This is an optimization exercise on Yosys and OpenROAD, whose aim is small area and a short achievable clock period, not a production implementation. Function was checked by simulation only, so behaviour that the tests miss may differ from the original. The flow treats the clock pin as an ideal source, which a real chip does not have.

--- flow/config.mk ---
export PLATFORM = sky130hd
export DESIGN_NAME = cic_interpolator
export DESIGN_NICKNAME = cic_interpolator
export VERILOG_FILES = /design/flow/design.v
export SDC_FILE = /design/flow/constraint.sdc
export NUM_CORES = 4
export LEC_CHECK = 0
export ABC_AREA = 1
export CAP_MARGIN = 20
export CORE_MARGIN = 2
export CORE_UTILIZATION = 50
export PLACE_DENSITY = 0.65
export SETUP_SLACK_MARGIN = 3.6
export SLEW_MARGIN = 20
--- flow/constraint.sdc ---
create_clock -name core_clock -period 6.5 [get_ports {clock}]
set_input_delay 1.3000 -clock core_clock [delete_from_list [all_inputs] [get_ports {clock}]]
set_output_delay 1.3000 -clock core_clock [all_outputs]
set_load 0.01 [all_outputs]
--- flow/design.v ---
package cic_pkg;
  localparam int IN_WIDTH  = 18;
  localparam int OUT_WIDTH = 18;
  localparam int ACC_WIDTH = 42;
  function automatic int clog2_int(input int v);
    integer i;
    clog2_int = 0;
    for (i = 0; i < 31; i = i + 1) begin
      if ((1 << i) < v) clog2_int = i + 1;
    end
  endfunction
endpackage
module cic_round (
  input  logic [cic_pkg::ACC_WIDTH-1:0]  acc,
  input  logic [2:0]                     sel,
  output logic [cic_pkg::OUT_WIDTH-1:0]  slice,
  output logic                           rnd_bit
);
  always_comb begin
    case (sel)
      3'd0:    begin slice = acc[21:4];  rnd_bit = acc[3];  end
      3'd1:    begin slice = acc[25:8];  rnd_bit = acc[7];  end
      3'd2:    begin slice = acc[29:12]; rnd_bit = acc[11]; end
      3'd3:    begin slice = acc[33:16]; rnd_bit = acc[15]; end
      3'd4:    begin slice = acc[37:20]; rnd_bit = acc[19]; end
      default: begin slice = acc[41:24]; rnd_bit = acc[23]; end
    endcase
  end
endmodule
module cic_carry #(
  parameter int W    = 42,
  parameter int KIND = 0
) (
  input  logic [W-1:0] g0,
  input  logic [W-1:0] p0,
  input  logic         ci,
  output logic [W-1:0] c
);
  localparam int L = cic_pkg::clog2_int(W);
  logic [W-1:0] g [0:2*L+1];
  logic [W-1:0] p [0:2*L+1];
  assign g[0] = {g0[W-1:1], g0[0] | (p0[0] & ci)};
  assign p[0] = p0;
  generate
    if (KIND == 0) begin : g_sk
      for (genvar l = 0; l < L; l++) begin : lv
        for (genvar i = 0; i < W; i++) begin : bt
          if ((i >> l) & 1) begin : m
            localparam int J = ((i >> l) << l) - 1;
            assign g[l+1][i] = g[l][i] | (p[l][i] & g[l][J]);
            assign p[l+1][i] = p[l][i] & p[l][J];
          end else begin : k
            assign g[l+1][i] = g[l][i];
            assign p[l+1][i] = p[l][i];
          end
        end
      end
      assign c = {g[L][W-2:0], ci};
    end else if (KIND == 1) begin : g_ks
      for (genvar l = 0; l < L; l++) begin : lv
        for (genvar i = 0; i < W; i++) begin : bt
          if (i >= (1 << l)) begin : m
            assign g[l+1][i] = g[l][i] | (p[l][i] & g[l][i-(1<<l)]);
            assign p[l+1][i] = p[l][i] & p[l][i-(1<<l)];
          end else begin : k
            assign g[l+1][i] = g[l][i];
            assign p[l+1][i] = p[l][i];
          end
        end
      end
      assign c = {g[L][W-2:0], ci};
    end else if (KIND == 2) begin : g_bk
      for (genvar l = 0; l < L; l++) begin : up
        for (genvar i = 0; i < W; i++) begin : bt
          if ((i % (2 << l)) == (2 << l) - 1) begin : m
            assign g[l+1][i] = g[l][i] | (p[l][i] & g[l][i-(1<<l)]);
            assign p[l+1][i] = p[l][i] & p[l][i-(1<<l)];
          end else begin : k
            assign g[l+1][i] = g[l][i];
            assign p[l+1][i] = p[l][i];
          end
        end
      end
      for (genvar l = L - 2; l >= 0; l--) begin : dn
        for (genvar i = 0; i < W; i++) begin : bt
          if ((i % (2 << l)) == (1 << l) - 1 && i >= (2 << l)) begin : m
            assign g[2*L-1-l][i] = g[2*L-2-l][i] | (p[2*L-2-l][i] & g[2*L-2-l][i-(1<<l)]);
            assign p[2*L-1-l][i] = p[2*L-2-l][i] & p[2*L-2-l][i-(1<<l)];
          end else begin : k
            assign g[2*L-1-l][i] = g[2*L-2-l][i];
            assign p[2*L-1-l][i] = p[2*L-2-l][i];
          end
        end
      end
      assign c = {g[2*L-1][W-2:0], ci};
    end else begin : g_hc
      for (genvar l = 0; l < L; l++) begin : lv
        for (genvar i = 0; i < W; i++) begin : bt
          if (l == 0 && (i % 2) == 1) begin : m0
            assign g[l+1][i] = g[l][i] | (p[l][i] & g[l][i-1]);
            assign p[l+1][i] = p[l][i] & p[l][i-1];
          end else if (l > 0 && (i % 2) == 1 && i >= (1 << l) + 1) begin : m
            assign g[l+1][i] = g[l][i] | (p[l][i] & g[l][i-(1<<l)]);
            assign p[l+1][i] = p[l][i] & p[l][i-(1<<l)];
          end else begin : k
            assign g[l+1][i] = g[l][i];
            assign p[l+1][i] = p[l][i];
          end
        end
      end
      for (genvar i = 0; i < W; i++) begin : ev
        if ((i % 2) == 0 && i >= 2) begin : m
          assign g[L+1][i] = g[L][i] | (p[L][i] & g[L][i-1]);
        end else begin : k
          assign g[L+1][i] = g[L][i];
        end
      end
      assign c = {g[L+1][W-2:0], ci};
    end
  endgenerate
endmodule
module cic_add #(
  parameter int W    = 42,
  parameter int KIND = 0
) (
  input  logic [W-1:0] a,
  input  logic [W-1:0] b,
  input  logic         ci,
  output logic [W-1:0] s
);
  logic [W-1:0] c;
  cic_carry #(.W(W), .KIND(KIND)) u_c (.g0(a & b), .p0(a ^ b), .ci(ci), .c(c));
  assign s = a ^ b ^ c;
endmodule
module cic_acc #(
  parameter int W    = 42,
  parameter int KIND = 0
) (
  input  logic [W-1:0] a,
  input  logic [W-1:0] b,
  input  logic         en,
  output logic [W-1:0] d
);
  logic [W-1:0] c;
  cic_carry #(.W(W), .KIND(KIND)) u_c (.g0(a & b), .p0(a ^ b), .ci(1'b0), .c(c));
  assign d = a ^ ({W{en}} & (b ^ c));
endmodule
module cic_interpolator (
  input  logic                clock,
  input  logic                reset_n,
  input  logic [5:0]          interpolation,
  input  logic                clear_underflow,
  output logic                underflow,
  input  logic                out_strobe,
  input  logic                in_valid,
  input  logic signed [17:0]  in_data,
  output logic                in_ready,
  output logic                out_valid,
  output logic signed [17:0]  out_data
);
  localparam int AW   = cic_pkg::ACC_WIDTH;
  localparam int KIND  = 0;   
  localparam int AKIND = 2;   
  logic [5:0]          phase_q;
  logic                phase_nz_q;
  logic                phase_zero_q;      
  logic [17:0]         sample0_q, sample1_q;
  logic [18:0]         comb_last1_q;
  logic [19:0]         comb2_q, comb_last2_q;
  logic [20:0]         comb3_q, comb_last3_q;
  logic [21:0]         comb4_q, comb_last4_q;
  logic [21:0]         integ1_q;
  logic [AW-1:0]       integ2_q, integ3_q, integ4_q, integ5_q;
  logic [17:0]         out_slice_q;
  logic [5:0]          out_carry_q;
  logic                out_valid_q;
  logic                underflow_q;
  logic                load_tick;
  logic                wrap;
  logic [17:0]         x;
  logic [18:0]         comb1;
  logic [19:0]         csa_s, csa_c;
  logic [19:0]         comb2_d;
  logic [20:0]         comb3_d;
  logic [21:0]         comb4_d;
  logic [AW-1:0]       integ2_d, integ3_d, integ4_d, integ5_d;
  logic [2:0]          slice_sel;
  logic [17:0]         slice;
  logic                rnd_bit;
  assign load_tick = out_strobe && !phase_nz_q;
  assign x         = in_valid ? in_data : 18'd0;
  assign wrap      = ({1'b0, phase_q} + 7'd1) >= {1'b0, interpolation};
  cic_add #(.W(19), .KIND(KIND)) u_comb1 (
    .a({sample0_q[17], sample0_q}), .b(~{sample1_q[17], sample1_q}), .ci(1'b1), .s(comb1));
  always_comb begin
    logic [19:0] a, b, c;
    a = {{2{sample0_q[17]}}, sample0_q};
    b = ~{{2{sample1_q[17]}}, sample1_q};
    c = ~{comb_last1_q[18], comb_last1_q};
    csa_s = a ^ b ^ c;
    csa_c = {(a[18:0] & b[18:0]) | (a[18:0] & c[18:0]) | (b[18:0] & c[18:0]), 1'b1};
  end
  cic_add #(.W(20), .KIND(KIND)) u_comb2 (.a(csa_s), .b(csa_c), .ci(1'b1), .s(comb2_d));
  cic_add #(.W(21), .KIND(KIND)) u_comb3 (
    .a({comb2_q[19], comb2_q}), .b(~{comb_last2_q[19], comb_last2_q}), .ci(1'b1), .s(comb3_d));
  cic_add #(.W(22), .KIND(KIND)) u_comb4 (
    .a({comb3_q[20], comb3_q}), .b(~{comb_last3_q[20], comb_last3_q}), .ci(1'b1), .s(comb4_d));
  cic_acc #(.W(AW), .KIND(AKIND)) u_acc2 (
    .a(integ2_q), .b({{(AW-22){integ1_q[21]}}, integ1_q}), .en(out_strobe), .d(integ2_d));
  cic_acc #(.W(AW), .KIND(AKIND)) u_acc3 (.a(integ3_q), .b(integ2_q), .en(out_strobe), .d(integ3_d));
  cic_acc #(.W(AW), .KIND(AKIND)) u_acc4 (.a(integ4_q), .b(integ3_q), .en(out_strobe), .d(integ4_d));
  cic_acc #(.W(AW), .KIND(AKIND)) u_acc5 (.a(integ5_q), .b(integ4_q), .en(out_strobe), .d(integ5_d));
  always_comb begin
    if (interpolation < 6'd2 || interpolation > 6'd40) slice_sel = 3'd5;
    else if (interpolation <= 6'd2)  slice_sel = 3'd0;
    else if (interpolation <= 6'd4)  slice_sel = 3'd1;
    else if (interpolation <= 6'd8)  slice_sel = 3'd2;
    else if (interpolation <= 6'd16) slice_sel = 3'd3;
    else if (interpolation <= 6'd32) slice_sel = 3'd4;
    else                             slice_sel = 3'd5;
  end
  cic_round u_round (
    .acc     (integ5_q),
    .sel     (slice_sel),
    .slice   (slice),
    .rnd_bit (rnd_bit)
  );
  always_ff @(posedge clock or negedge reset_n) begin
    if (!reset_n) begin
      phase_q      <= '0;
      phase_nz_q   <= 1'b0;
      phase_zero_q <= 1'b1;
      sample0_q    <= '0;
      sample1_q    <= '0;
      comb_last1_q <= '0;
      comb2_q      <= '0;
      comb_last2_q <= '0;
      comb3_q      <= '0;
      comb_last3_q <= '0;
      comb4_q      <= '0;
      comb_last4_q <= '0;
      integ1_q     <= '0;
      integ2_q     <= '0;
      integ3_q     <= '0;
      integ4_q     <= '0;
      integ5_q     <= '0;
      out_valid_q  <= 1'b0;
      underflow_q  <= 1'b0;
    end else begin
      if (out_strobe) begin
        phase_q    <= wrap ? 6'd0 : phase_q + 6'd1;
        phase_nz_q   <= !wrap;
        phase_zero_q <= wrap;
      end
      integ2_q <= integ2_d;
      integ3_q <= integ3_d;
      integ4_q <= integ4_d;
      integ5_q <= integ5_d;
      if (load_tick) begin
        sample0_q    <= x;
        sample1_q    <= sample0_q;
        comb_last1_q <= comb1;
        comb2_q      <= comb2_d;
        comb_last2_q <= comb2_q;
        comb3_q      <= comb3_d;
        comb_last3_q <= comb3_q;
        comb4_q      <= comb4_d;
        comb_last4_q <= comb4_q;
        integ1_q     <= comb_last4_q;
      end
      out_valid_q <= out_strobe;
      if (load_tick && !in_valid) underflow_q <= 1'b1;
      else if (clear_underflow)   underflow_q <= 1'b0;
    end
  end
  always_ff @(posedge clock) begin
    out_slice_q    <= slice;
    out_carry_q[0] <= rnd_bit;
    out_carry_q[1] <= rnd_bit & (&slice[2:0]);
    out_carry_q[2] <= rnd_bit & (&slice[5:0]);
    out_carry_q[3] <= rnd_bit & (&slice[8:0]);
    out_carry_q[4] <= rnd_bit & (&slice[11:0]);
    out_carry_q[5] <= rnd_bit & (&slice[14:0]);
  end
  assign in_ready  = out_strobe && phase_zero_q;
  assign out_valid = out_valid_q;
  assign out_data  = {out_slice_q[17:15] + 3'(out_carry_q[5]),
                      out_slice_q[14:12] + 3'(out_carry_q[4]),
                      out_slice_q[11:9]  + 3'(out_carry_q[3]),
                      out_slice_q[8:6]   + 3'(out_carry_q[2]),
                      out_slice_q[5:3]   + 3'(out_carry_q[1]),
                      out_slice_q[2:0]   + 3'(out_carry_q[0])};
  assign underflow = underflow_q;
endmodule
--- flow/flow/run.sh ---
#!/bin/bash
# Standard ORFS layout (the standard.sh) with: clock tree synthesis
# without dummy loads and with larger sink clusters, buf_2 as the port
# buffer, and a tighter internal repair target on in_ready
# (flow/pre_cts.tcl). Make's output: flow_make.log.
set -euo pipefail
bash standard.sh \
  "CTS_ARGS=-sink_clustering_enable -repair_clock_nets -dont_use_dummy_load -sink_clustering_size 22 -sink_clustering_max_diameter 80" \
  "BUFFER_PORTS_ARGS=-buffer_cell sky130_fd_sc_hd__buf_2" \
  "PRE_CTS_TCL=$PWD/flow/pre_cts.tcl" \
  finish > flow_make.log 2>&1
--- flow/flow/pre_cts.tcl ---
set_output_delay 1.65 -clock [get_clocks core_clock] [get_ports in_ready]
--- flow/standard.sh ---
#!/bin/bash
# synth_recipe.tcl (not shown) runs the flow's synth.tcl, then flattens the netlist and writes it again
# the make line also repeats each setting of config.mk as NAME=value (left out here)
make -C /OpenROAD-flow-scripts/flow DESIGN_CONFIG=/design/flow/config.mk WORK_HOME=/design/flow/orfs CLKGATE_MAP_FILE= SYNTH_SCRIPT=/design/flow/synth_recipe.tcl "${@:-finish}"
==> results of run 1 <==
[logic make-up (layout without fill, tap and decap cells)]
group | count (synthesis) | after routing
flops | 405 | 405
fa+ha+maj | 291 | 291
mux | 1 | 1
buf+inv | 502 | 561
compound gates | 601 | 601
simple gates | 1175 | 1178
xor+xnor | 237 | 237
[per-stage QoR]
stage / util (%) / worst slack, ns / std cells / hold slack (ns)
2_1_floorplan: - / 3.53 / 3212 / 0.442
3_3_place_gp: 52.1 / 2.42 / 3880 / 0.456
3_5_place_dp: 52.1 / 2.38 / 3880 / 0.458
4_1_cts: 54.4 / 3.13 / 3940 / 0.481
5_1_grt: 55.4 / 3.12 / 3962 / 0.499
6_report: 55.4 / 3.13 / 3962 / 0.477
[tightest hold or removal path, delay by kind of cell, from the launching register on]
kind	cells	cell delay, ns
flops	1	0.35
simple gates	2	0.10
[cell type report]
class,instances,share of cell area [%]
clock buffer,31,2.68
multi-input combinational,2308,51.3
sequential,405,34.6
inverter,423,5.52
timing repair buffer,107,2.95
tap,688,2.97
[flip-flops by register name (all words and copies together) (netlist names), 18 cells and up]
signal,count
integ5_q,42
out_slice_q,18
integ4_q,42
sample1_q,18
comb_last1_q,19
comb_last4_q,22
integ2_q,42
comb3_q,21
comb_last3_q,21
comb_last2_q,20
comb4_q,22
sample0_q,18
integ1_q,22
integ3_q,42
comb2_q,20
[metal layers]
layer	GRT usage, %	up-vias
met4	5.36	0
met1	27.4	9932
li1	-	10600
met2	39.3	281
met5	0	-
met3	2.06	88
[Yosys cell counts, types with 6 or more instances]
library cell,n,area (um2)
a21boi_0,7,52.6
a21o_1,28,210
a21oi_1,217,1090
a31oi_1,14,87.6
buf_2,7,35.0
clkbuf_1,63,236
dfrtp_1,380,9510
dfxtp_1,24,480
fa_1,38,761
ha_1,253,3170
inv_1,414,1550
inv_2,7,26.3
nand2_1,706,2650
nand2_2,51,319
nand2_4,15,169
nand3_1,200,1000
nand3b_1,6,45.0
nand4_1,23,144
nor2_1,133,499
nor2_2,7,43.8
nor3_1,20,100
o21ai_0,266,1330
o21ai_1,8,40.0
o21bai_1,8,60.1
o21bai_2,6,67.6
o22ai_1,17,106
xnor2_1,71,622
xor2_1,166,1450
[worst min path at each step]
stage | slack [ns] | to | cells after the start | from
finish | 0.48 | comb_last4_q[11] | 2 | comb4_q[11]
global route | 0.50 | comb_last4_q[13] | 2 | comb_last4_q[13]
CTS | 0.48 | comb_last4_q[13] | 2 | comb_last4_q[13]
detailed placement | 0.46 | comb_last4_q[13] | 2 | comb_last4_q[13]
global placement | 0.46 | comb_last4_q[3] | 2 | comb_last4_q[3]
floorplan | 0.44 | comb_last4_q[11] | 2 | comb_last4_q[11]
[repair_timing]
item	CTS	global route
cloned	2	2
buffers inserted	27	20
hold buffers	0	0
setup endpoints to repair	191	139
pin swaps	23	41
gates resized for setup	53	87
==> results.txt, run 1 <==
slew margin rel. 37.4%; fmax 0.297 GHz; critical path startpoint category input port; Skew-Pair Late Insertion Delay 0.60 ns; fillcell total 4714; Post-Syn Nets 3532; CP endpoint in_ready; Simple-Gate Fraction of Synth Area 19.4%; Gate Count Post-Synth 3212; Routed met3 length 1450 um; Worst path slowest cell buf_12; placed inst area 27300 um2; drt first-iter violations 1164; post-synthesis compound-gate area fraction 12.5%; CP max FO 3; commonest non-fill, non-tap cells in the layout nand2_1, inv_1, dfrtp_1; CP startpoint out_strobe; period utilisation layout 51.8%; detailed placer's ending HPWL 40700 um; most frequent CP cell buf_12; Vias 20900; Yosys reg bits 405; Worst Path Buf+Inv 4; routed length on met2 29100 um; most common cell after layout, fill and taps aside nand2_1; Post-Synth XOR/XNOR Area 7.88%; main combinational cell family by area after synthesis simple AND/OR/NAND/NOR gates; grt total ovfl 0; reg-to-reg endpoint comb2_q[16]; largest net degree at the start of global routing 158; Area growth, synth to finish 10.0%; TritonCTS clock tree built; Worst-Margin Slew 0.939 ns; adder-cell share of the synthesized area 14.9%; Setup Skew 0.0488 ns; R2R cell count 13; Worst EP arrival 1.72 ns; WL met1 25800 um; final hold violation count 0; CTS Sinks 405; placer congestion estimate 0.858; Main synth FF type dfrtp_1; io pins 50; Rows 84; CP peak stage delay 0.12 ns; Synthesis Warnings 17; post-synthesis sequential area ratio 38.0%; via/cell ratio 5.27; CP endpoint kind output pin; drt wl/cell 14.6 um; chip width 234 um; GRT Util Overall 21.6%; DRC Markers 0; drt first pass iters 5; first-pass GRT wire length 97900 um; CTS Buf Count 31; mux cell area share after synthesis 0.0380%; Slew Limit Fails 0; worst hold path type reg2reg; RR Startpoint sample0_q[3]; syn avg cell area 8.20 um2; initial antenna violation count 0; Max-Cap Viols 0; total wire length 57800 um; die area 54500 um2; n_diodes 0; Final setup violation count 0; EDFF count, synth 0; crit path kind in2out; vias in the first global route 20700; crit-path cells buf_12 > buf_12 > nand2_4 > inv_2 > buf_6; CP required 4.85 ns; ANT nets after route 0; die height 234 um; FF/Latch Area 10000 um2; CP Depth 5; Top Metal Used met4; Multi-input gate area 14900 um2; flop2flop setup slack 3.51 ns; setup repair after global routing missed its margin yes; setup_tns 0 ns; core area 52300 um2; status timing/DRC/antenna clean; clock slew at reported path FFs 0.09 ns; Buffers on Ports 49; layout cell share with drive strength beyond 1 10.1%; library cells used by synthesis 52; Synth async-reset ratio 94.1%; Cell Area, Synth 26300 um2; fin crit period 3.37 ns; Final Cell Area 29000 um2; Post-layout nets 3596; Initial Utilization 50.3%; Top delay family on crit path buffers and inverters
==> run 2: changes to the inputs <==
--- a/flow/config.mk
+++ b/flow/config.mk
@@ -10,5 +10,5 @@
 export CORE_MARGIN = 2
 export CORE_UTILIZATION = 50
 export PLACE_DENSITY = 0.65
-export SETUP_SLACK_MARGIN = 3.6
+export SETUP_SLACK_MARGIN = 3.5
 export SLEW_MARGIN = 20
==> run 2 against run 1 <==
Still clean. Synthesized cell count did not move. Global-route usage fell by 0.36 points. Fmax rose by 0.34%. Sequential cell count did not move. Worst setup slack improved by 0.012 ns. Critical path depth is the same. Register-to-register slack improved by 0.03 ns. Critical path type unchanged.
==> results.txt, run 2 <==
status timing/DRC/antenna clean; CTS Sinks 405; ANT nets after route 0; most common cell in the synthesized netlist nand2_1; Final setup violation count 0; non-filler instance count after layout 3955; placer congestion estimate 0.839; crit path kind in2out; drt first-iter violations 1011; layout cell share with drive strength beyond 1 9.00%; slew margin rel. 36.4%; Post-synth top cells nand2_1, inv_1, dfrtp_1; Worst EP arrival 1.71 ns; chip width 234 um; Rows 84; GRT Util Overall 21.2%; Synth area leaders dfrtp_1, ha_1, nand2_1, inv_1, xor2_1; GR peak layer met2; Worst-Margin Slew 0.953 ns; Skew-Pair Late Insertion Delay 0.60 ns; fmax 0.298 GHz; CP endpoint kind output pin; Gate Count Post-Synth 3212; grt met3 use 2.29%; Synth async-reset ratio 94.1%; period utilisation layout 51.6%; TritonCTS clock tree built; die area 54500 um2; Worst path slowest cell buf_12; most frequent CP cell buf_12; Yosys top cell area share 36.1%; Buffers on Ports 49; Initial Utilization 50.3%; Worst Path Buf+Inv 4; Slew Limit Fails 0; Post-CTS Hold Fix Bufs 0; Yosys reg bits 405; Post-Syn Nets 3532; Max-Cap Viols 0; CP max FO 2; critical path startpoint category input port; most common cell after layout, fill and taps aside nand2_1; fin crit period 3.36 ns; die height 234 um; setup_tns 0 ns; Top delay family on crit path buffers and inverters; CP peak stage delay 0.12 ns; DRC Markers 0; largest net degree at the start of global routing 132; total wire length 57000 um; Area growth, synth to finish 8.92%; syn avg cell area 8.20 um2; drt wl/cell 14.4 um; detailed placer's ending HPWL 41000 um; core area 52300 um2; clock slew at reported path FFs 0.09 ns; grt total ovfl 0; Cell Area, Synth 26300 um2; commonest non-fill, non-tap cells in the layout nand2_1, inv_1, dfrtp_1; EDFF count, synth 0; M1 GR Usage 27.1%; first-pass GRT wire length 96400 um; fillcell total 4776; Main synth FF type dfrtp_1; post-synthesis sequential area ratio 38.0%; library cells used by synthesis 52; n_diodes 0; initial antenna violation count 0; CTS Buf Count 30; Multi-input gate area 14700 um2; setup repair after global routing missed its margin yes; FF/Latch Area 10000 um2; Synthesis Warnings 17; drt first pass iters 5; met2 usage 38.0%; Setup Skew 0.0644 ns; final hold violation count 0; post-synth top area cell dfrtp_1; Inst Count DP 3882; worst hold path type reg2reg; Vias 20700; CP required 4.85 ns; via/cell ratio 5.23; io pins 50; crit-path cells buf_12 > buf_12 > nand2_4 > inv_2 > buf_6; Post-layout nets 3589; vias in the first global route 20400
[run 2: cell counts after synthesis]
Identical to the previous run, type by type.
[run 2: area by class of cell]
class                           instances  area share, %
Timing Repair Buffer                  103           2.78
Clock buffer                           30           2.62
Sequential cell                       405           34.9
Tap cell                              688           3.00
Inverter                              423           5.56
Multi-Input combinational cell       2306           51.1
[run 2: timing repair]
action	4_1_cts	5_1_grt
endpoints found under the setup margin	94	109
pin swaps	14	20
buffers inserted	25	15
gates resized for setup	32	54
gates cloned	2	1
[run 2: kinds of logic after synthesis]
group | synth area share [%]
xor+xnor | 7.88
simple gates | 19.4
compound gates | 12.5
flops | 38.0
buf+inv | 7.29
fa+ha+maj | 14.9
mux | 0.0380
[run 2: worst reg2reg max path: cells and delay by family, from the launching register on]
| kind | cells | cell delay (ns) |
|---|---|---|
| compound gates | 4 | 0.59 |
| fa+ha+maj | 3 | 1.33 |
| buf+inv | 1 | 0.05 |
| flops | 1 | 0.34 |
| simple gates | 6 | 0.59 |
[run 2: metrics by stage]
| step | hold WS, ns | area [um2] | worst slack [ns] | util, % |
|---|---|---|---|---|
| after CTS | 0.481 | 28400 | 3.14 | 54.2 |
| after global placement | 0.455 | 27200 | 2.45 | 52.1 |
| after detailed placement | 0.460 | 27200 | 2.43 | 52.1 |
| final | 0.476 | 28700 | 3.14 | 54.8 |
| after floorplan | 0.442 | 26400 | 3.51 | - |
| after global routing | 0.505 | 28700 | 3.13 | 54.8 |
[run 2: path summary, 6_finish.rpt]
check,startpoint,endpoint,slack [ns],cells past startpoint
setup / recovery,out_strobe,in_ready,3.14,5
hold / removal,comb_last4_q[1],integ1_q[1],0.48,2
setup reg to reg,sample1_q[3],comb2_q[16],3.54,14
hold reg to reg,comb_last4_q[1],integ1_q[1],0.48,2
max in group asynchronous,reset_n,comb2_q[13],4.35,2
min in group asynchronous,reset_n,integ2_q[1],0.72,1
[run 2: routing by layer]
metal	part of all wire, %	routed length [um]	up-vias
met5	0	0	-
met4	2.6	1500	0
met3	3.2	1810	81
met2	49	28000	265
met1	45	25700	9766
li1	-	-	10600
==> run 3: changes to the inputs <==
--- a/flow/config.mk
+++ b/flow/config.mk
@@ -8,7 +8,7 @@
 export ABC_AREA = 1
 export CAP_MARGIN = 20
 export CORE_MARGIN = 2
-export CORE_UTILIZATION = 50
-export PLACE_DENSITY = 0.65
+export CORE_UTILIZATION = 60
+export PLACE_DENSITY = 0.7
 export SETUP_SLACK_MARGIN = 3.5
 export SLEW_MARGIN = 20
==> run 3 against run 2 <==
Non-clock buffer count shrank 14. Wire length is 3.3% higher. Synthesized cell count unchanged. Critical path depth did not move. Register-to-register slack about the same. First-iteration DRC count rose by 26%. Worst setup slack improved by 0.013 ns. Sequential cell count is the same.
==> results.txt, run 3 <==
status timing/DRC/antenna clean; die height 214 um; Setup WS post-layout 3.16 ns; drt first-iter violations 1276; Main synth FF type dfrtp_1; Finished Core Util 65.7%; drt first pass iters 5; slew margin rel. 45.1%; setup_tns 0 ns; drt wl/cell 15.4 um; most common cell after layout, fill and taps aside nand2_1; Setup Skew 0.0501 ns; largest net degree at the start of global routing 214; commonest non-fill, non-tap cells in the layout nand2_1, inv_1, dfrtp_1; fin crit period 3.34 ns; most common cell in the synthesized netlist nand2_1; via/cell ratio 5.45; library cells used by synthesis 52; Gate Count Post-Synth 3212; Post-CTS Hold Fix Bufs 0; pre-CTS WS 2.56 ns; CP peak stage delay 0.11 ns; placer congestion estimate 0.929; Yosys top cell area share 36.1%; CP required 4.85 ns; n_diodes 0; Initial Utilization 61.0%; fmax 0.299 GHz; clock slew at reported path FFs 0.08 ns; Synthesis Warnings 17; Post-Syn Nets 3532; Hold Crit Start comb_last4_q[13]; CTS Buf Count 28; Worst EP arrival 1.69 ns; non-filler instance count after layout 3836; ANT nets after route 0; fillcell total 3650; period utilisation layout 51.4%; chip width 214 um; GRT Util Overall 26.2%; Skew-Pair Late Insertion Delay 0.58 ns; initial antenna violation count 0; Buffers on Ports 49; Post-synth top cells nand2_1, inv_1, dfrtp_1; grt total ovfl 0; Max-Cap Viols 0; Post-layout nets 3573; detailed placer's ending HPWL 42400 um; vias in the first global route 20400; Area growth, synth to finish 7.73%; EDFF count, synth 0; Yosys reg bits 405; setup repair after global routing missed its margin yes; CP startpoint out_strobe; io pins 50; Rows 76; crit-path cells buf_8 > buf_12 > nand2_4 > inv_2 > buf_6; core area 43200 um2; Final setup violation count 0; die area 45600 um2; Hold WS 0.473 ns; Worst path slowest cell buf_12; critical path startpoint category input port; Inst Count DP 3776; worst hold path type reg2reg; TritonCTS clock tree built; post-synthesis sequential area ratio 38.0%; CP max FO 2; total wire length 58900 um; DRC Markers 0; final hold violation count 0; CTS Sinks 405; Cell Area, Synth 26300 um2; crit path kind in2out; RR Startpoint sample0_q[3]; Synth area leaders dfrtp_1, ha_1, nand2_1, inv_1, xor2_1; syn avg cell area 8.20 um2; first-pass GRT wire length 97700 um; Multi-input gate area 14700 um2; Vias 20900; Slew Limit Fails 0; post-synth top area cell dfrtp_1; Worst-Margin Slew 0.823 ns; Synth async-reset ratio 94.1%; FF/Latch Area 10000 um2; layout cell share with drive strength beyond 1 8.37%; CP endpoint kind output pin
[run 3: cell counts after synthesis]
No cell type changed its count.
[run 3: worst paths after layout]
path,end,slack [ns],cells after the start
min,comb_last4_q[13],0.47,2
max,in_ready,3.16,5
max reg2reg,comb2_q[16],3.55,13
min in group asynchronous,phase_q[1],0.65,1
max in group asynchronous,sample0_q[5],4.64,2
min reg2reg,comb_last4_q[13],0.47,2
[run 3: logic make-up (layout without fill, tap and decap cells)]
group | after synthesis | after routing | share of synthesized area [%]
adder cells (fa/ha/maj) | 291 | 291 | 14.9
AO/OA/AOI/OAI | 601 | 601 | 12.5
flip-flops | 405 | 405 | 38.0
AND/OR/NAND/NOR | 1175 | 1176 | 19.4
XOR/XNOR | 237 | 237 | 7.88
multiplexers | 1 | 1 | 0.0380
buffers and inverters | 502 | 540 | 7.29
[run 3: routing by layer]
layer / vias up / global-route usage (%) / wire length (um)
li1: 10500 / - / -
met1: 9969 / 34.0 / 26200
met2: 309 / 47.1 / 29400
met3: 94 / 2.34 / 1540
met4: 0 / 6.87 / 1730
met5: - / 0 / 0
[run 3: through the flow]
step	cell area [um2]
final	28400
after global routing	28400
after CTS	28100
after detailed placement	27100
after global placement	27100
after floorplan	26400
[run 3: critical path: cells and delay by family]
family	cells	cell delay, ns
and+or+nand+nor	1	0.04
buffers and inverters	4	0.34
[run 3: timing repair]
| item | CTS | global route |
|---|---|---|
| setup endpoints to repair | 151 | 60 |
| cloned | 1 | 1 |
| pin swaps | 12 | 22 |
| setup buffers | 17 | 13 |
| gates resized for setup | 31 | 40 |
[run 3: cell type report]
type | count | area share (%)
clock buffer | 28 | 2.47
timing repair buffer | 89 | 2.36
multi-input combinational | 2306 | 51.6
sequential | 405 | 35.3
tap | 585 | 2.58
inverter | 423 | 5.65
==> run 4: changes to the inputs <==
==> flow/flow/pre_cts.tcl (replaced) <==
set_output_delay 1.55 -clock [get_clocks core_clock] [get_ports in_ready]
--- a/flow/config.mk
+++ b/flow/config.mk
@@ -10,5 +10,5 @@
 export CORE_MARGIN = 2
 export CORE_UTILIZATION = 60
 export PLACE_DENSITY = 0.7
-export SETUP_SLACK_MARGIN = 3.5
+export SETUP_SLACK_MARGIN = 3.6
 export SLEW_MARGIN = 20
==> run 4 against run 3 <==
Still clean on timing, DRC and antenna. Global-route usage rose by 0.81 points. Worst setup slack improved by 0.087 ns. Worst hold slack improved by 0.0029 ns. Critical path type unchanged. Critical endpoint unchanged. Largest cell class unchanged.
==> results.txt, run 4 <==
most common cell in the synthesized netlist nand2_1; die height 214 um; Yosys top cell area share 36.1%; Final setup violation count 0; n_diodes 0; Post-layout nets 3596; io pins 50; Post-Syn Nets 3532; layout cell share with drive strength beyond 1 10.4%; post-synthesis compound-gate area fraction 12.5%; slew margin rel. 27.7%; drt wl/cell 15.8 um; Skew-Pair Late Insertion Delay 0.62 ns; vias in the first global route 20600; first-pass GRT wire length 99900 um; fin crit period 3.26 ns; worst hold path type reg2reg; Max-Cap Viols 0; Buffers on Ports 49; Simple-Gate Fraction of Synth Area 19.4%; most common cell after layout, fill and taps aside nand2_1; WL met1 27200 um; Worst-Margin Slew 1.08 ns; R2R cell count 14; fmax 0.307 GHz; period utilisation layout 50.1%; commonest non-fill, non-tap cells in the layout nand2_1, inv_1, dfrtp_1; Yosys reg bits 405; Synth async-reset ratio 94.1%; adder-cell share of the synthesized area 14.9%; CTS Buf Count 31; placer congestion estimate 0.872; flop2flop setup slack 3.47 ns; Top Metal Used met4; setup_tns 0 ns; core area 43200 um2; detailed placer's ending HPWL 42300 um; Synthesis Warnings 17; main combinational cell family by area after synthesis simple AND/OR/NAND/NOR gates; clock slew at reported path FFs 0.08 ns; Main synth FF type dfrtp_1; TritonCTS clock tree built; Hold WS 0.476 ns; Routed met3 length 2430 um; Post-synth top cells nand2_1, inv_1, dfrtp_1; status timing/DRC/antenna clean; Synth area leaders dfrtp_1, ha_1, nand2_1, inv_1, xor2_1; final hold violation count 0; CTS Sinks 405; Slew Limit Fails 0; library cells used by synthesis 52; Setup Skew 0.0570 ns; CP max FO 2; total wire length 61100 um; CP required 4.95 ns; drt first pass iters 8; DRC Markers 0; crit path kind in2out; Hold Path Cell Cnt 2; post-synth top area cell dfrtp_1; Gate Count Post-Synth 3212; ANT nets after route 0; Rows 76; Cell Area, Synth 26300 um2; setup repair after global routing missed its margin yes; via/cell ratio 5.47; mux cell area share after synthesis 0.0380%; Post-Synth XOR/XNOR Area 7.88%; Worst EP arrival 1.71 ns; EDFF count, synth 0; CP endpoint kind output pin; routed length on met2 30100 um; Post-CTS Hold Fix Bufs 0; Vias 21100; GRT Util Overall 27.0%; initial antenna violation count 0; largest net degree at the start of global routing 214; die area 45600 um2; grt total ovfl 0; post-synthesis sequential area ratio 38.0%; critical path startpoint category input port; drt first-iter violations 1191; chip width 214 um; syn avg cell area 8.20 um2; Initial Utilization 61.0%; Area growth, synth to finish 10.2%
[run 4: cell families after synthesis]
logic type	after synthesis
multiplexers	1
XOR/XNOR	237
AO/OA/AOI/OAI	601
buffers and inverters	502
AND/OR/NAND/NOR	1175
adder cells (fa/ha/maj)	291
flip-flops	405
[run 4: through the flow]
stage / setup slack, ns / instances / instance area (um2) / util, %
after floorplan: 3.53 / 3212 / 26400 / -
after global placement: 2.71 / 3776 / 27100 / 62.8
after detailed placement: 2.73 / 3776 / 27100 / 62.8
after CTS: 3.25 / 3826 / 28400 / 65.8
after global routing: 3.23 / 3859 / 29000 / 67.2
final: 3.24 / 3859 / 29000 / 67.2
[run 4: final timing paths]
path,startpoint,to
worst max-delay path,out_strobe,in_ready
worst min-delay path,comb_last4_q[3],integ1_q[3]
worst max register to register,sample1_q[3],comb2_q[16]
worst min register to register,comb_last4_q[3],integ1_q[3]
max in group asynchronous,reset_n,integ3_q[15]
min in group asynchronous,reset_n,integ3_q[1]
[run 4: metal layers]
metal	up-vias	global-route usage [%]
li1	10600	-
met1	10100	35.1
met2	349	47.7
met3	70	3.79
met4	0	6.51
met5	-	0
[run 4: final cells by class]
class	instances	area [um2]
clock buffer	31	776
tap	585	732
multi-input combinational	2306	14900
timing repair buffer	109	952
fill	3593	14200
sequential	405	10000
inverter	423	1610
[run 4: repair_timing]
item | in CTS | in global routing
gates cloned | 3 | 2
pin swaps | 21 | 29
setup endpoints to repair | 63 | 87
resized for setup | 76 | 71
buffers inserted | 16 | 31
[run 4: worst max-delay path: stages]
cell     delay, ns
buf_12        0.11
buf_16        0.12
nand2_4       0.05
inv_2         0.03
buf_6         0.10
==> run 5: changes to the inputs <==
--- a/flow/flow/run.sh
+++ b/flow/flow/run.sh
@@ -5,7 +5,7 @@
 # (flow/pre_cts.tcl). Make's output: flow_make.log.
 set -euo pipefail
 bash standard.sh \
-  "CTS_ARGS=-sink_clustering_enable -repair_clock_nets -dont_use_dummy_load -sink_clustering_size 22 -sink_clustering_max_diameter 80" \
+  "CTS_ARGS=-sink_clustering_enable -repair_clock_nets -dont_use_dummy_load -sink_clustering_size 14 -sink_clustering_max_diameter 60 -buf_list sky130_fd_sc_hd__clkbuf_8" \
   "BUFFER_PORTS_ARGS=-buffer_cell sky130_fd_sc_hd__buf_2" \
   "PRE_CTS_TCL=$PWD/flow/pre_cts.tcl" \
   finish > flow_make.log 2>&1
==> flow/flow/pre_cts.tcl (replaced) <==
set_output_delay 1.65 -clock [get_clocks core_clock] [get_ports in_ready]
--- a/flow/config.mk
+++ b/flow/config.mk
@@ -10,5 +10,5 @@
 export CORE_MARGIN = 2
 export CORE_UTILIZATION = 60
 export PLACE_DENSITY = 0.7
-export SETUP_SLACK_MARGIN = 3.6
+export SETUP_SLACK_MARGIN = 3.5
 export SLEW_MARGIN = 20
==> run 5 against run 4 <==
Clock skew is 0.018 ns lower. Synthesized cell count stayed put. Via count is 0.72% lower. Global-route usage is 0.63 points lower.
==> results.txt, run 5 <==
Post-synth top cells nand2_1, inv_1, dfrtp_1; fmax 0.299 GHz; final hold violation count 0; slew margin rel. 37.8%; CP startpoint out_strobe; Gate Count Post-Synth 3212; detailed placer's ending HPWL 42400 um; ANT nets after route 0; RR Startpoint sample0_q[5]; core area 43200 um2; crit path kind in2out; Yosys top cell area share 36.1%; Post-layout nets 3585; syn avg cell area 8.20 um2; Synth area leaders dfrtp_1, ha_1, nand2_1, inv_1, xor2_1; Hold Crit Start comb4_q[12]; Initial Utilization 61.0%; Worst-Margin Slew 0.934 ns; Synthesis Warnings 17; drt first pass iters 6; fillcell total 3665; CTS Sinks 405; Max-Cap Viols 0; Setup Skew 0.0386 ns; mux cell area share after synthesis 0.0380%; drt first-iter violations 1286; library cells used by synthesis 52; first-pass GRT wire length 97600 um; Skew-Pair Late Insertion Delay 0.63 ns; period utilisation layout 51.5%; M1 GR Usage 33.9%; CP max FO 2; pre-CTS WS 2.56 ns; CTS Buf Count 43; Vias 21000; most common cell after layout, fill and taps aside nand2_1; Post-Syn Nets 3532; die height 214 um; critical path startpoint category input port; Post-Synth XOR/XNOR Area 7.88%; Cell Area, Synth 26300 um2; Yosys reg bits 405; CP endpoint kind output pin; GR peak layer met2; Simple-Gate Fraction of Synth Area 19.4%; total wire length 58600 um; setup repair after global routing missed its margin yes; CP required 4.85 ns; post-synthesis compound-gate area fraction 12.5%; EDFF count, synth 0; GRT Util Overall 26.4%; chip width 214 um; grt met3 use 2.99%; Buffers on Ports 49; Slew Limit Fails 0; largest net degree at the start of global routing 214; status timing/DRC/antenna clean; most common cell in the synthesized netlist nand2_1; Final setup violation count 0; main combinational cell family by area after synthesis simple AND/OR/NAND/NOR gates; setup_tns 0 ns; vias in the first global route 20500; grt total ovfl 0; die area 45600 um2; n_diodes 0; initial antenna violation count 0; drt wl/cell 15.2 um; Synth async-reset ratio 94.1%; fin crit period 3.34 ns; DRC Markers 0; met2 usage 46.7%; Inst Count DP 3776; TritonCTS clock tree built; Setup WS post-layout 3.16 ns; layout cell share with drive strength beyond 1 8.83%; Rows 76; Worst EP arrival 1.69 ns; worst hold path type reg2reg; commonest non-fill, non-tap cells in the layout nand2_1, inv_1, dfrtp_1; post-synthesis sequential area ratio 38.0%; clock slew at reported path FFs 0.08 ns; Main synth FF type dfrtp_1; adder-cell share of the synthesized area 14.9%; post-synth top area cell dfrtp_1; non-filler instance count after layout 3848; via/cell ratio 5.45; io pins 50; Area growth, synth to finish 7.30%; placer congestion estimate 0.929
run 5: cell counts after synthesis:
Identical to the previous run, type by type.
run 5: logic make-up (layout without fill, tap and decap cells):
family          Yosys count  after routing
compound gates          601            601
xor+xnor                237            237
fa+ha+maj               291            291
buf+inv                 502            552
flops                   405            405
mux                       1              1
simple gates           1175           1176
run 5: final cells by class:
| class | count | area, um2 | share of cell area [%] |
|---|---|---|---|
| multi-input cells | 2306 | 14700 | 51.9 |
| flip-flops and latches | 405 | 10000 | 35.5 |
| inverters | 423 | 1590 | 5.64 |
| repair buffers | 86 | 649 | 2.30 |
| clock buffers | 43 | 592 | 2.09 |
| well taps | 585 | 732 | 2.59 |
run 5: final timing paths:
check | end | depth (start not counted) | slack, ns
min in group asynchronous | phase_q[1] | 1 | 0.60
max in group asynchronous | sample0_q[5] | 2 | 4.63
worst min-delay path | comb_last4_q[12] | 2 | 0.47
worst min register to register | comb_last4_q[12] | 2 | 0.47
worst max register to register | comb2_q[9] | 11 | 3.56
worst max-delay path | in_ready | 5 | 3.16
run 5: critical path: stages:
cell and delay [ns]:
buf_8 0.10, buf_12 0.11, nand2_4 0.04, inv_2 0.03, buf_6 0.10
run 5: what timing repair did:
action | 4_1_cts | 5_1_grt
pin swaps | 11 | 27
gates resized for setup | 30 | 47
endpoints found under the setup margin | 81 | 42
gates cloned | 1 | 1
hold buffers | 0 | 0
buffers inserted | 14 | 13
run 5: metrics by stage:
stage	utilization [%]	area (um2)	hold slack, ns
after CTS	64.8	28000	0.480
final	65.5	28300	0.473
after global routing	65.5	28300	0.499
after floorplan	-	26400	0.442
after detailed placement	62.8	27100	0.459
after global placement	62.8	27100	0.455
run 5: routing by layer:
metal / wire [um] / share of wire, %
met2: 29100 / 50
met1: 26000 / 44
met4: 1640 / 2.8
met5: 0 / 0
met3: 1900 / 3.2
==> run 6: changes to the inputs <==
==> flow/flow/run.sh (replaced) <==
#!/bin/bash
# Standard ORFS layout (the standard.sh) with: clock tree synthesis
# without dummy loads and with larger sink clusters, buf_2 as the port
# buffer, out_strobe and in_ready pins kept together (flow/pre_io.tcl), and a
# tighter internal repair target on in_ready (flow/pre_cts.tcl).
# Make's output: flow_make.log.
set -euo pipefail
bash standard.sh \
  "CTS_ARGS=-sink_clustering_enable -repair_clock_nets -dont_use_dummy_load -sink_clustering_size 22 -sink_clustering_max_diameter 80" \
  "BUFFER_PORTS_ARGS=-buffer_cell sky130_fd_sc_hd__buf_2" \
  "PRE_IO_PLACEMENT_TCL=$PWD/flow/pre_io.tcl" \
  "PRE_CTS_TCL=$PWD/flow/pre_cts.tcl" \
  finish > flow_make.log 2>&1
==> flow/flow/pre_io.tcl (new file) <==
# Keep the out_strobe input and the in_ready output, the two ends of the one
# combinational input-to-output path, next to each other on the die edge.
set_io_pin_constraint -pin_names {out_strobe in_ready} -group -order
--- a/flow/config.mk
+++ b/flow/config.mk
@@ -8,7 +8,7 @@
 export ABC_AREA = 1
 export CAP_MARGIN = 20
 export CORE_MARGIN = 2
-export CORE_UTILIZATION = 60
-export PLACE_DENSITY = 0.7
+export CORE_UTILIZATION = 50
+export PLACE_DENSITY = 0.65
 export SETUP_SLACK_MARGIN = 3.5
 export SLEW_MARGIN = 20
==> run 6 against run 5 <==
Critical path depth unchanged. Register-to-register slack is essentially flat. Global-route usage fell by 5.1 points. Wire length is 2.6% lower. Via count is 2.0% lower. Sequential cell count stayed put. Clock skew is 0.0081 ns higher. Final cell count is 2.3% higher. Die area up 20%. Final area grew 1.1%.
==> results.txt, run 6 <==
status timing/DRC/antenna clean; die area 54500 um2; Main synth FF type dfrtp_1; io pins 50; Post-synth top cells nand2_1, inv_1, dfrtp_1; Setup Skew 0.0467 ns; EDFF count, synth 0; die height 234 um; GRT Util Overall 21.3%; Synth async-reset ratio 94.1%; syn avg cell area 8.20 um2; DRC Markers 0; Max-Cap Viols 0; R2R cell count 13; initial antenna violation count 0; largest net degree at the start of global routing 155; period utilisation layout 51.6%; setup_tns 0 ns; CP required 4.85 ns; Cell Area, Synth 26300 um2; Hold Crit Start comb4_q[9]; total wire length 57100 um; Post-Syn Nets 3532; Hold Path Cell Cnt 2; Yosys top cell area share 36.1%; post-synthesis sequential area ratio 38.0%; TritonCTS clock tree built; final hold violation count 0; drt first-iter violations 1230; via/cell ratio 5.22; n_diodes 0; most common cell in the synthesized netlist nand2_1; WL met1 26700 um; CP endpoint kind output pin; Synthesis Warnings 17; core area 52300 um2; Hold WS 0.477 ns; Synth area leaders dfrtp_1, ha_1, nand2_1, inv_1, xor2_1; most common cell after layout, fill and taps aside nand2_1; Slew Limit Fails 0; routed length on met2 28000 um; Area growth, synth to finish 8.43%; vias in the first global route 20200; hold endpoint comb_last4_q[9]; post-synth top area cell dfrtp_1; Post-layout nets 3570; reg-to-reg endpoint comb2_q[16]; fmax 0.298 GHz; Top Metal Used met4; RR Startpoint sample0_q[3]; worst hold path type reg2reg; drt wl/cell 14.5 um; Worst-Margin Slew 0.876 ns; fin crit period 3.35 ns; first-pass GRT wire length 96900 um; detailed placer's ending HPWL 40000 um; ANT nets after route 0; Initial Utilization 50.3%; grt total ovfl 0; Yosys reg bits 405; CTS Buf Count 30; Gate Count Post-Synth 3212; flop2flop setup slack 3.55 ns; slew margin rel. 41.6%; Post-CTS Hold Fix Bufs 0; Skew-Pair Late Insertion Delay 0.60 ns; commonest non-fill, non-tap cells in the layout nand2_1, inv_1, dfrtp_1; crit path kind in2out; Worst EP arrival 1.70 ns; CP max FO 2; library cells used by synthesis 52; Buffers on Ports 49; setup repair after global routing missed its margin yes; critical path startpoint category input port; clock slew at reported path FFs 0.08 ns; CTS Sinks 405; pre-CTS WS 2.16 ns; Vias 20500; Final setup violation count 0; layout cell share with drive strength beyond 1 8.16%; Rows 84; chip width 234 um; drt first pass iters 5; Routed met3 length 1580 um; Setup WS post-layout 3.15 ns; placer congestion estimate 0.858
run 6: final cells by class:
type	count	area [um2]
fillers	4707	23800
repair buffers	83	699
flip-flops and latches	405	10000
well taps	688	861
clock buffers	30	751
inverters	423	1600
multi-input cells	2307	14600
run 6: repair_timing:
| item | 4_1_cts | 5_1_grt |
|---|---|---|
| setup endpoints to repair | 86 | 133 |
| pin swaps | 10 | 21 |
| cloned | 3 | 2 |
| resized for setup | 34 | 47 |
| buffers inserted | 13 | 10 |
run 6: how the worst max path moves through the flow:
| stage | start | endpoint | slack, ns | cells after the start |
|---|---|---|---|---|
| after global placement | out_strobe | comb4_q[20] | 2.20 | 8 |
| after global routing | out_strobe | in_ready | 3.14 | 5 |
| final | out_strobe | in_ready | 3.15 | 5 |
| after CTS | out_strobe | in_ready | 3.15 | 5 |
| after floorplan | out_strobe | in_ready | 3.51 | 4 |
| after detailed placement | out_strobe | comb4_q[20] | 2.16 | 8 |
run 6: worst max-delay path, stage by stage:
cell and delay (ns):
buf_12 0.11, buf_16 0.12, nand2_4 0.04, inv_2 0.03
buf_6 0.10
run 6: routing by layer:
| metal | global-route usage (%) | vias up |
|---|---|---|
| li1 | - | 10500 |
| met1 | 28.0 | 9723 |
| met2 | 38.4 | 244 |
| met3 | 1.75 | 60 |
| met4 | 4.19 | 0 |
| met5 | 0 | - |
run 6: cells by family (layout without fill, tap and decap cells):
logic type | count (synthesis) | count (layout) | synth area share, %
and+or+nand+nor | 1175 | 1177 | 19.4
AOI/OAI and AO/OA | 601 | 601 | 12.5
buffers and inverters | 502 | 536 | 7.29
DFF | 405 | 405 | 38.0
adders and majority gates | 291 | 291 | 14.9
xor gates and xnor gates | 237 | 237 | 7.88
muxes | 1 | 1 | 0.0380
run 6: through the flow:
| step | cell area (um2) | instances | utilization (%) |
|---|---|---|---|
| 3_3_place_gp | 27200 | 3878 | 52.0 |
| 2_1_floorplan | 26400 | 3212 | - |
| 3_5_place_dp | 27200 | 3878 | 52.0 |
| 4_1_cts | 28300 | 3924 | 54.1 |
| 6_report | 28600 | 3936 | 54.6 |
| 5_1_grt | 28600 | 3936 | 54.6 |
==> run 7: changes to the inputs <==
--- a/flow/config.mk
+++ b/flow/config.mk
@@ -8,7 +8,7 @@
 export ABC_AREA = 1
 export CAP_MARGIN = 20
 export CORE_MARGIN = 2
-export CORE_UTILIZATION = 50
-export PLACE_DENSITY = 0.65
+export CORE_UTILIZATION = 60
+export PLACE_DENSITY = 0.7
 export SETUP_SLACK_MARGIN = 3.5
 export SLEW_MARGIN = 20
==> run 7 against run 6 <==
Highest routed layer unchanged. Register-to-register slack better by 0.04 ns. Area after synthesis stayed put. Worst setup slack improved by 0.0018 ns. Sequential cell count stayed put. Non-clock buffer count grew 21. Critical endpoint unchanged. Wire length increased by 6.0%. Die area fell by 16%. Clock-buffer cell count shrank 2.
==> results.txt, run 7 <==
library cells used by synthesis 52; non-filler instance count after layout 3852; Post-Syn Nets 3532; fin crit period 3.35 ns; hold endpoint comb_last4_q[11]; core area 43200 um2; CP required 4.85 ns; R2R cell count 14; status timing/DRC/antenna clean; Hold Path Cell Cnt 2; Main synth FF type dfrtp_1; Cell Area, Synth 26300 um2; TritonCTS clock tree built; period utilisation layout 51.5%; layout cell share with drive strength beyond 1 8.94%; syn avg cell area 8.20 um2; first-pass GRT wire length 98600 um; Worst EP arrival 1.70 ns; setup_tns 0 ns; Post-synth top cells nand2_1, inv_1, dfrtp_1; worst hold path type reg2reg; Finished Core Util 66.3%; fmax 0.298 GHz; drt first pass iters 6; Inst Count DP 3775; most common cell after layout, fill and taps aside nand2_1; Worst-Margin Slew 1.08 ns; M1 GR Usage 35.0%; Max-Cap Viols 0; reg-to-reg endpoint comb2_q[16]; post-synth top area cell dfrtp_1; vias in the first global route 20400; chip width 214 um; detailed placer's ending HPWL 42200 um; Synth async-reset ratio 94.1%; GRT Util Overall 26.6%; die height 214 um; Skew-Pair Late Insertion Delay 0.60 ns; grt met3 use 3.22%; GR peak layer met2; drt first-iter violations 1133; post-synthesis sequential area ratio 38.0%; Gate Count Post-Synth 3212; Yosys reg bits 405; Hold Crit Start comb_last4_q[11]; EDFF count, synth 0; most common cell in the synthesized netlist nand2_1; Buffers on Ports 49; Post-CTS Hold Fix Bufs 0; grt total ovfl 0; ANT nets after route 0; io pins 50; flop2flop setup slack 3.59 ns; setup repair after global routing missed its margin yes; clock slew at reported path FFs 0.09 ns; Vias 21000; CP endpoint kind output pin; via/cell ratio 5.45; Rows 76; CTS Buf Count 28; drt wl/cell 15.7 um; Synth area leaders dfrtp_1, ha_1, nand2_1, inv_1, xor2_1; Post-layout nets 3589; fillcell total 3653; total wire length 60500 um; die area 45600 um2; Synthesis Warnings 17; crit path kind in2out; Yosys top cell area share 36.1%; final hold violation count 0; slew margin rel. 27.7%; RR Startpoint sample1_q[3]; Setup Skew 0.0465 ns; Initial Utilization 61.0%; n_diodes 0; CTS Sinks 405; commonest non-fill, non-tap cells in the layout nand2_1, inv_1, dfrtp_1; CP max FO 2; initial antenna violation count 0; placer congestion estimate 0.852; Area growth, synth to finish 8.58%; critical path startpoint category input port; Hold WS 0.479 ns; largest net degree at the start of global routing 214; Slew Limit Fails 0; DRC Markers 0; Final setup violation count 0; met2 usage 46.5%
## run 7: layout make-up
type | instances | area (um2) | share of cell area [%]
Timing Repair Buffer | 104 | 880 | 3.08
Tap cell | 585 | 732 | 2.56
Inverter | 423 | 1600 | 5.58
Sequential cell | 405 | 10000 | 35.0
Multi-Input combinational cell | 2307 | 14700 | 51.3
Clock buffer | 28 | 701 | 2.45
## run 7: worst max-delay path, cell delays in order
cell	delay [ns]
buf_12	0.10
buf_16	0.12
nand2_4	0.04
inv_2	0.03
buf_6	0.11
## run 7: worst max path at each step
stage | from | endpoint | slack (ns)
final | out_strobe | in_ready | 3.15
after global routing | out_strobe | in_ready | 3.14
after CTS | out_strobe | in_ready | 3.15
after detailed placement | interpolation[0] | out_carry_q[3] | 2.41
after global placement | interpolation[0] | out_carry_q[4] | 2.41
after floorplan | out_strobe | in_ready | 3.51
## run 7: per-layer routing
layer	share of wire, %	wire length, um	up-vias
met2	49	29600	334
met5	0	0	-
met4	2.7	1650	0
li1	-	-	10600
met1	45	27000	9989
met3	3.7	2250	106
## run 7: repair_timing
action / CTS / global route
endpoints found under the setup margin: 38 / 69
setup buffers: 15 / 28
gates resized for setup: 38 / 46
gates cloned: 3 / 3
pin swaps: 15 / 29
## run 7: kinds of logic after synthesis
family,Yosys count,synth area share [%]
buf+inv,502,7.29
fa+ha+maj,291,14.9
xor+xnor,237,7.88
flops,405,38.0
compound gates,601,12.5
simple gates,1175,19.4
mux,1,0.0380
## run 7: stage by stage
step | setup WS (ns) | instance area (um2)
floorplan | 3.51 | 26400
global placement | 2.41 | 27100
detailed placement | 2.41 | 27100
CTS | 3.15 | 28200
global route | 3.14 | 28600
finish | 3.15 | 28600
==> run 8: changes to the inputs <==
==> flow/flow/run.sh (replaced) <==
#!/bin/bash
# Standard ORFS layout (the standard.sh) with these changes:
#  - synthesis maps with flow/abc_area.script (one round of ABC's &nf
#    mapper, smaller than ORFS's scripts); ORFS's scripts are copied to
#    scripts_mod/ with only that file replaced
#  - clock tree synthesis without dummy loads, with clkbuf_8 buffers and
#    sink clusters of up to 14 flip-flops
#  - buf_2 as the port buffer
#  - a tighter internal repair target on in_ready (flow/pre_cts.tcl)
# Make's output goes to flow_make.log.
set -euo pipefail
rm -rf scripts_mod
cp -r "$FLOW_HOME/scripts" scripts_mod
cp flow/abc_area.script scripts_mod/abc_area.script
bash standard.sh \
  "SCRIPTS_DIR=$PWD/scripts_mod" \
  "CTS_ARGS=-sink_clustering_enable -repair_clock_nets -dont_use_dummy_load -sink_clustering_size 14 -sink_clustering_max_diameter 60 -buf_list sky130_fd_sc_hd__clkbuf_8" \
  "BUFFER_PORTS_ARGS=-buffer_cell sky130_fd_sc_hd__buf_2" \
  "PRE_CTS_TCL=$PWD/flow/pre_cts.tcl" \
  finish > flow_make.log 2>&1
==> flow/flow/abc_area.script (new file) <==
&get -n
&st
&dch
&nf
&put
buffer -c
topo
stime -c
upsize -c
dnsize -c
removed: flow/flow/pre_io.tcl
==> run 8 against run 7 <==
Non-clock buffer count grew 79. Via count decreased by 8.9%. Register-to-register slack worse by 0.33 ns. Sequential share of layout area grew 0.085 points. Critical path depth up 8. First-iteration DRC count shrank 4.1%. Final cell count fell by 14%. Final area decreased by 0.18%. Utilization grew 4.0 points. Critical path type is now in2reg. Critical endpoint is now out_carry_q[5].
==> results.txt, run 8 <==
Post-Syn Nets 2951; Main synth FF type dfrtp_1; Setup Skew 0.0645 ns; drt wl/cell 17.0 um; DRC Markers 0; core area 40600 um2; worst hold path type reg2reg; Worst EP arrival 4.00 ns; CTS Sinks 405; critical path startpoint category input port; M1 GR Usage 31.7%; status timing/DRC/antenna clean; commonest non-fill, non-tap cells in the layout nand2_1, dfrtp_1, xnor2_1; Post-CTS Hold Fix Bufs 0; Cell Area, Synth 24500 um2; met2 usage 46.9%; post-synth top area cell dfrtp_1; TritonCTS clock tree built; GR peak layer met2; CP peak stage delay 0.48 ns; total wire length 56300 um; vias in the first global route 18800; detailed placer's ending HPWL 36600 um; syn avg cell area 9.33 um2; clock slew at reported path FFs 0.09 ns; Post-synth top cells nand2_1, dfrtp_1, a21oi_1; grt total ovfl 0; drt first-iter violations 1087; placed inst area 25400 um2; CP max FO 5; io pins 50; final hold violation count 0; chip width 206 um; Worst path slowest cell or4b_4; Yosys top cell area share 38.7%; CP endpoint kind flop; Initial Utilization 60.4%; library cells used by synthesis 67; fmax 0.288 GHz; via/cell ratio 5.78; grt met3 use 3.72%; slew margin rel. 32.7%; Area growth, synth to finish 16.3%; fin crit period 3.48 ns; most common cell in the synthesized netlist nand2_1; setup repair after global routing missed its margin yes; CTS Buf Count 39; Vias 19100; drt first pass iters 6; Worst-Margin Slew 1.01 ns; crit-path cells clkbuf_4 > or4b_4 > o211ai_2 > a21boi_4 > nor3b_4 > buf_6 > a22o_4 > a221oi_2 > a31oi_4 > and4_4 > nand2_2 > or4_4 > nor3_4; period utilisation layout 53.5%; die area 42500 um2; Rows 74; setup_tns 0 ns; initial antenna violation count 0; die height 206 um; Final Cell Area 28600 um2; largest net degree at the start of global routing 154; GRT Util Overall 26.1%; Synthesis Warnings 17; Final setup violation count 0; Post-layout nets 3094; Synth async-reset ratio 94.1%; post-synthesis sequential area ratio 40.8%; n_diodes 0; Max-Cap Viols 0; Yosys reg bits 405; EDFF count, synth 0; Synth area leaders dfrtp_1, ha_1, xnor2_1, nand2_1, a21oi_1; Gate Count Post-Synth 2631; CP required 7.02 ns; Buffers on Ports 49; first-pass GRT wire length 90400 um; Slew Limit Fails 0; most common cell after layout, fill and taps aside nand2_1; ANT nets after route 0; Skew-Pair Late Insertion Delay 0.64 ns; layout cell share with drive strength beyond 1 17.1%; crit path kind in2reg; placer congestion estimate 0.864
-- run 8: cell types whose count changed in the layout (fill, tap and decap cells not counted), moves of 75 or more --
cell,before,now
inv_1,406,125
nand2_1,698,444
xnor2_1,70,268
nand3_1,197,23
xor2_1,165,50
o21ai_0,259,184
-- run 8: worst paths after layout --
check,start,endpoint,slack (ns),depth (start not counted)
worst max-delay path,interpolation[3],out_carry_q[5],3.02,13
worst min-delay path,comb_last4_q[11],integ1_q[11],0.45,2
worst max register to register,integ1_q[21],integ2_q[41],3.26,13
worst min register to register,comb_last4_q[11],integ1_q[11],0.45,2
max in group asynchronous,reset_n,integ5_q[25],4.30,2
min in group asynchronous,reset_n,comb4_q[0],0.74,1
-- run 8: worst max-delay path: cells and delay by family --
| kind | cells | cell delay, ns |
|---|---|---|
| and+or+nand+nor | 6 | 1.67 |
| AOI/OAI and AO/OA | 5 | 0.71 |
| buffers and inverters | 2 | 0.33 |
-- run 8: final cells by class --
cell class	count	area, um2
clock buffer	39	537
fill	3023	12100
inverter	132	495
multi-input combinational	2013	15200
sequential	405	10000
tap	532	666
timing repair buffer	183	1610
-- run 8: through the flow --
step	setup slack (ns)	utilization (%)	instances	hold WS (ns)
after CTS	3.09	67.4	3257	0.458
after global routing	2.99	70.2	3304	0.483
after detailed placement	1.46	62.5	3140	0.453
final	3.02	70.2	3304	0.454
after global placement	1.53	62.5	3140	0.448
after floorplan	2.85	-	2631	0.439
-- run 8: kinds of logic (layout without fill, tap and decap cells) --
group / Yosys count / count (layout) / synth area share [%]
AO/OA/AOI/OAI: 729 / 729 / 17.1
buffers and inverters: 216 / 354 / 3.37
adder cells (fa/ha/maj): 291 / 291 / 16.0
flip-flops: 405 / 405 / 40.8
multiplexers: 1 / 1 / 0.0408
XOR/XNOR: 324 / 324 / 11.6
AND/OR/NAND/NOR: 665 / 668 / 11.1
-- run 8: what timing repair did --
item / in CTS / in global routing
gates cloned: 5 / 1
hold endpoints to repair: 0 / 0
pin swaps: 118 / 152
resized for setup: 168 / 189
buffers inserted: 73 / 46
setup endpoints to repair: 154 / 118
-- run 8: layer usage --
layer  up-vias  wire [um]
li1       9328          -
met5         -          0
met3       117       1530
met4         0       1790
met2       283      29200
met1      9385      23800

-- re-timing with driven ports --
No port has a modelled driver above. Below, the same layout with a new extraction and two added sets of constraints. Step 1, drivers: a clkbuf_16 drives clock and a buf_2 each remaining input, both assumed. Step 2 times the ports against the registers' clock, not the clock port: input delays grow and output delays shrink by t, the midpoint of the rising clock arrivals with the driver on. Three values: ideal ports, drivers, drivers and shift; two values: the first two.
run: run 8
shift t [ns]: 0.655
setup WS [ns]: 3.024 / 3.037 / 2.381
worst hold slack (ns): 0.454 / 0.454 / 0.454
worst slew at a driven data input, ns: 0.20
After both steps run 8 still meets setup and hold. The setup slack of run 8 moves by +0.013 ns with the drivers and by -0.643 ns with both steps.
